From an optimization exercise on the open Yosys and OpenROAD flow, aimed at small area, a short achievable clock period and few clock cycles; shortcuts taken in it are not production practice.
Only simulation tests tie the RTL to the original design; equivalence was not proved.
Power figures rest on the tool's default switching activity, not on a simulated workload.

== v6 ==
==> flow/design.v <==
`timescale 1ns / 1ps
`default_nettype none
package tcjq_pkg;
	localparam int QUEUE_DEPTH = 32;
	localparam int AW = $clog2(QUEUE_DEPTH);
	localparam int CW = $clog2(QUEUE_DEPTH + 1);
	localparam logic [2:0] CMD_ENQ    = 3'd0;
	localparam logic [2:0] CMD_DEQ    = 3'd1;
	localparam logic [2:0] CMD_PEEK   = 3'd2;
	localparam logic [2:0] CMD_SEARCH = 3'd3;
	localparam logic [2:0] CMD_CANCEL = 3'd4;
	localparam logic [2:0] ST_OK        = 3'd0;
	localparam logic [2:0] ST_BAD_ID    = 3'd1;
	localparam logic [2:0] ST_DUP       = 3'd2;
	localparam logic [2:0] ST_BAD_PAGES = 3'd3;
	localparam logic [2:0] ST_FULL      = 3'd4;
	localparam logic [2:0] ST_NONE      = 3'd5;
	typedef struct packed {
		logic [15:0] id;
		logic [15:0] pages;
	} entry_t;
	typedef struct packed {
		logic        we;
		logic [AW-1:0] waddr;
		entry_t      wdata;
		logic [AW-1:0] raddr;
	} mem_req_t;
endpackage
`default_nettype wire
`timescale 1ns / 1ps
`default_nettype none
module tcjq_store (
	input  wire                                  clk,
	input  wire                                  arst_n,
	input  wire  [15:0]                          key,    
	input  wire                                  ins,    
	input  wire                                  ins_ok,  
	input  wire  [31:0]                          wdata,
	input  wire  [tcjq_pkg::QUEUE_DEPTH-1:0]     clr,    
	input  wire  [tcjq_pkg::QUEUE_DEPTH-1:0]     sel,    
	output logic [tcjq_pkg::QUEUE_DEPTH-1:0]     valid,
	output logic [tcjq_pkg::QUEUE_DEPTH-1:0]     hit,    
	output logic [tcjq_pkg::QUEUE_DEPTH-1:0]     head,   
	output logic [31:0]                          rdata   
);
	localparam int D = tcjq_pkg::QUEUE_DEPTH;
	logic [31:0] mem_q [0:D-1];
	logic [D-1:0] below;    
	logic [D-1:0] shift;    
	logic [D-1:0] above;    
	always_comb begin
		below[0] = 1'b1;
		for (int j = 1; j < D; j++) below[j] = below[j-1] & valid[j-1];
		for (int j = 0; j < D; j++) shift[j] = ins & below[j];
		above[D-1] = 1'b0;
		for (int j = D - 2; j >= 0; j--) above[j] = above[j+1] | valid[j+1];
		for (int j = 0; j < D; j++) begin
			hit[j] = valid[j] && mem_q[j][31:16] == key;
			head[j] = valid[j] & ~above[j];
		end
		rdata = '0;
		for (int j = 0; j < D; j++) rdata = rdata | (mem_q[j] & {32{sel[j]}});
	end
	always_ff @(posedge clk) begin
		if (shift[0]) mem_q[0] <= wdata;
		for (int j = 1; j < D; j++)
			if (shift[j]) mem_q[j] <= mem_q[j-1];
	end
	always_ff @(posedge clk or negedge arst_n) begin
		if (!arst_n) valid <= '0;
		else begin
			valid[0] <= shift[0] ? ins_ok : valid[0] & ~clr[0];
			for (int j = 1; j < D; j++) valid[j] <= (valid[j] | shift[j]) & ~clr[j];
		end
	end
endmodule
`default_nettype wire
`timescale 1ns / 1ps
`default_nettype none
module two_class_job_queue_top (
	input  wire         clk,
	input  wire         arst_n,
	input  wire         s_tvalid,
	output logic        s_tready,
	input  wire  [39:0] s_tdata,
	output logic        m_tvalid,
	input  wire         m_tready,
	output logic [71:0] m_tdata
);
	localparam int D  = tcjq_pkg::QUEUE_DEPTH;
	localparam int CW = tcjq_pkg::CW;
	logic        c_v;
	logic [35:0] c_q;
	logic [2:0]  cmd_q;
	logic [15:0] id_q, pages_q;
	logic        cls_q;
	assign {cls_q, pages_q, id_q, cmd_q} = c_q;
	logic          p_v;
	logic [D-1:0]  psel_q, nsel_q;      
	logic          e_enq_q, e_deq_q, e_head_q, e_find_q, e_cancel_q, e_cls_q;
	logic          e_badid_q, e_badpg_q, e_full_q;    
	logic          e_pf_q, e_nf_q, e_pany_q, e_nany_q;
	logic          o_v1;                
	logic [67:0]   r0_q, r1_q;
	logic [CW-1:0] pc_q, nc_q;
	logic [15:0]   done_q;
	logic room, go, push, pop, take;
	assign room = ~(m_tvalid & o_v1);   
	assign go   = c_v & (~p_v | room);
	assign push = p_v & room;
	assign pop  = m_tvalid & m_tready;
	assign take = s_tvalid & s_tready;
	logic c_v_n, p_v_n, o_v0_n, o_v1_n;
	always_comb begin
		c_v_n = take | (c_v & ~go);
		p_v_n = go | (p_v & ~push);
		o_v0_n = m_tvalid;
		o_v1_n = o_v1;
		if (pop) begin
			o_v0_n = o_v1 | push;
			o_v1_n = 1'b0;
		end else if (push) begin
			o_v0_n = 1'b1;
			o_v1_n = m_tvalid;
		end
	end
	logic [D-1:0] p_valid, n_valid, p_hit, n_hit, p_head, n_head, p_clr, n_clr;
	logic [31:0]  p_rd, n_rd;
	logic         p_ins, n_ins, ins_ok;
	tcjq_store u_pstore (.clk(clk), .arst_n(arst_n), .key(id_q), .ins(p_ins), .ins_ok(ins_ok),
		.wdata({id_q, pages_q}), .clr(p_clr), .sel(psel_q),
		.valid(p_valid), .hit(p_hit), .head(p_head), .rdata(p_rd));
	tcjq_store u_nstore (.clk(clk), .arst_n(arst_n), .key(id_q), .ins(n_ins), .ins_ok(ins_ok),
		.wdata({id_q, pages_q}), .clr(n_clr), .sel(nsel_q),
		.valid(n_valid), .hit(n_hit), .head(n_head), .rdata(n_rd));
	logic is_enq, is_deq, is_peek, is_find, is_cancel, is_head;
	logic p_any, n_any, p_full, n_full, p_found, n_found, id0, pg0;
	always_comb begin
		is_enq    = cmd_q == tcjq_pkg::CMD_ENQ;
		is_deq    = cmd_q == tcjq_pkg::CMD_DEQ;
		is_peek   = cmd_q == tcjq_pkg::CMD_PEEK;
		is_cancel = cmd_q == tcjq_pkg::CMD_CANCEL;
		is_find   = cmd_q == tcjq_pkg::CMD_SEARCH || is_cancel;
		is_head   = is_deq | is_peek;
		p_any   = |p_valid;
		n_any   = |n_valid;
		p_full  = &p_valid;
		n_full  = &n_valid;
		p_found = |p_hit;
		n_found = |n_hit;
		id0     = id_q == '0;
		pg0     = pages_q == '0;
		p_ins  = go & is_enq & cls_q & ~p_full;
		n_ins  = go & is_enq & ~cls_q & ~n_full;
		ins_ok = ~id0 & ~pg0 & ~p_found & ~n_found;
		p_clr = '0;
		n_clr = '0;
		if (go & is_cancel) begin
			p_clr = p_hit;
			n_clr = n_hit;
		end
		if (go & is_deq) begin
			p_clr = p_head;
			n_clr = p_any ? '0 : n_head;
		end
	end
	logic [2:0]    st;
	logic          rep, rcls, p_up, p_dn, n_up, n_dn, found;
	logic [CW-1:0] pc_n, nc_n;
	logic [15:0]   done_n;
	logic [67:0]   res;
	always_comb begin
		found = e_pf_q | e_nf_q;
		rep  = e_find_q ? found : (e_head_q & (e_pany_q | e_nany_q));
		rcls = e_find_q ? e_pf_q : (e_head_q & e_pany_q);
		st = tcjq_pkg::ST_OK;
		if (e_enq_q) begin
			if (e_badid_q) st = tcjq_pkg::ST_BAD_ID;
			else if (found) st = tcjq_pkg::ST_DUP;
			else if (e_badpg_q) st = tcjq_pkg::ST_BAD_PAGES;
			else if (e_full_q) st = tcjq_pkg::ST_FULL;
		end else if ((e_head_q | e_find_q) & ~rep) st = tcjq_pkg::ST_NONE;
		p_up = e_enq_q & e_cls_q & ~e_badid_q & ~found & ~e_badpg_q & ~e_full_q;
		n_up = e_enq_q & ~e_cls_q & ~e_badid_q & ~found & ~e_badpg_q & ~e_full_q;
		p_dn = (e_cancel_q & e_pf_q) | (e_deq_q & e_pany_q);
		n_dn = (e_cancel_q & e_nf_q) | (e_deq_q & ~e_pany_q & e_nany_q);
		pc_n = pc_q;
		nc_n = nc_q;
		if (p_up) pc_n = pc_q + 1'b1;
		if (p_dn) pc_n = pc_q - 1'b1;
		if (n_up) nc_n = nc_q + 1'b1;
		if (n_dn) nc_n = nc_q - 1'b1;
		done_n = (e_deq_q && (e_pany_q || e_nany_q) && done_q != 16'hFFFF) ?
			done_q + 1'b1 : done_q;
		res = {done_n, 8'(nc_n), 8'(pc_n), rcls, p_rd[15:0] | n_rd[15:0],
			p_rd[31:16] | n_rd[31:16], st};
	end
	always_ff @(posedge clk or negedge arst_n) begin
		if (!arst_n) begin
			c_v <= 1'b0;
			s_tready <= 1'b0;
			p_v <= 1'b0;
			pc_q <= '0;
			nc_q <= '0;
			done_q <= '0;
			m_tvalid <= 1'b0;
			o_v1 <= 1'b0;
		end else begin
			c_v <= c_v_n;
			p_v <= p_v_n;
			m_tvalid <= o_v0_n;
			o_v1 <= o_v1_n;
			s_tready <= ~c_v_n | ~p_v_n | ~(o_v0_n & o_v1_n);
			if (push) begin
				pc_q <= pc_n;
				nc_q <= nc_n;
				done_q <= done_n;
			end
		end
	end
	always_ff @(posedge clk) begin
		if (take) c_q <= s_tdata[35:0];
		if (go) begin
			psel_q <= is_find ? p_hit : (is_head ? p_head : '0);
			nsel_q <= is_find ? n_hit : (is_head & ~p_any ? n_head : '0);
			e_enq_q <= is_enq;
			e_deq_q <= is_deq;
			e_head_q <= is_head;
			e_find_q <= is_find;
			e_cancel_q <= is_cancel;
			e_cls_q <= cls_q;
			e_badid_q <= id0;
			e_badpg_q <= pg0;
			e_full_q <= cls_q ? p_full : n_full;
			e_pf_q <= p_found;
			e_nf_q <= n_found;
			e_pany_q <= p_any;
			e_nany_q <= n_any;
		end
		if (pop | ~m_tvalid) r0_q <= o_v1 ? r1_q : res;
		if (push & m_tvalid & ~pop) r1_q <= res;
	end
	assign m_tdata = {4'd0, r0_q};
endmodule
`default_nettype wire
==> flow/config.mk <==
export PLATFORM = sky130hd
export DESIGN_NAME = two_class_job_queue_top
export DESIGN_NICKNAME = two_class_job_queue_top
export VERILOG_FILES = /design/flow/design.v
export SDC_FILE = /design/flow/constraint.sdc
export NUM_CORES = 4
export LEC_CHECK = 0
export CAP_MARGIN = 20
export CORE_MARGIN = 2
export CORE_UTILIZATION = 30
export PLACE_DENSITY = 0.4
export SETUP_SLACK_MARGIN = 4.8
export SLEW_MARGIN = 20
export TNS_END_PERCENT = 0
==> flow/constraint.sdc <==
create_clock -name core_clock -period 8.0 [get_ports {clk}]
set_input_delay 1.6000 -clock core_clock [delete_from_list [all_inputs] [get_ports {clk}]]
set_output_delay 1.6000 -clock core_clock [all_outputs]
set_load 0.01 [all_outputs]
run.sh (not shown) runs the stock make flow with config.mk's settings and CLKGATE_MAP_FILE= SYNTH_SCRIPT=/design/flow/synth_recipe.tcl, a recipe that flattens the netlist after the stock synthesis.
Testbench counts of v6, summed over its fixed seeds: cycles 16,024.
For v7, these inputs were changed with respect to v6:
--- a/flow/config.mk
+++ b/flow/config.mk
@@ -6,9 +6,11 @@
 export NUM_CORES = 4
 export LEC_CHECK = 0
-export CAP_MARGIN = 20
+export CAP_MARGIN = 30
 export CORE_MARGIN = 2
 export CORE_UTILIZATION = 30
+export CTS_CLUSTER_DIAMETER = 100
+export CTS_CLUSTER_SIZE = 24
 export PLACE_DENSITY = 0.4
 export SETUP_SLACK_MARGIN = 4.8
-export SLEW_MARGIN = 20
+export SLEW_MARGIN = 30
 export TNS_END_PERCENT = 0
Cmp v6 and v7 / wire length / lower: v7. Changes observed in v7 relative to v6: fraction of power consumed by combinational cells rose 4.0 points, total CTS buffers fell about 50%, sequential share of power rose 6.3 points. v7 vs v6 — critical path depth dropped 1. Diff v6 -> v7: total power of the final layout fell about 14%, number of signal-net inverters in the final layout saw little to no change. When v7 is measured against v6, its worst hold slack after final layout turns out 0.012 ns lower.

## afterwards: timing with drivers on the ports
How much do the figures lean on ideal ports? The routed layouts below were timed once more, with nothing changed but the port constraints.
Step 1 (the two cells are an assumption about what drives the block):
set clk [get_ports {clk}]
set_driving_cell -lib_cell sky130_fd_sc_hd__clkbuf_16 $clk
set_driving_cell -lib_cell sky130_fd_sc_hd__buf_2 [delete_from_list [all_inputs] $clk]
Step 2 times the ports against the registers' clock, not the clock port: input delays grow and output delays shrink by t, the midpoint of the rising clock arrivals with the driver on.
Three values: ideal, step 1, step 2; two values: the first two.
| run | t, ns | setup slack, ns | cell pins on the clock port's net |
|---|---|---|---|
| v6 | 1.072 | 4.129 / 4.129 / 3.881 | 1 |
| v7 | 1.014 | 4.148 / 4.148 / 3.893 | 1 |
After both steps every run listed still meets setup and hold. For v7, which loses most, drivers alone change the setup slack by 0.000 ns; drivers and shift together by -0.255 ns.
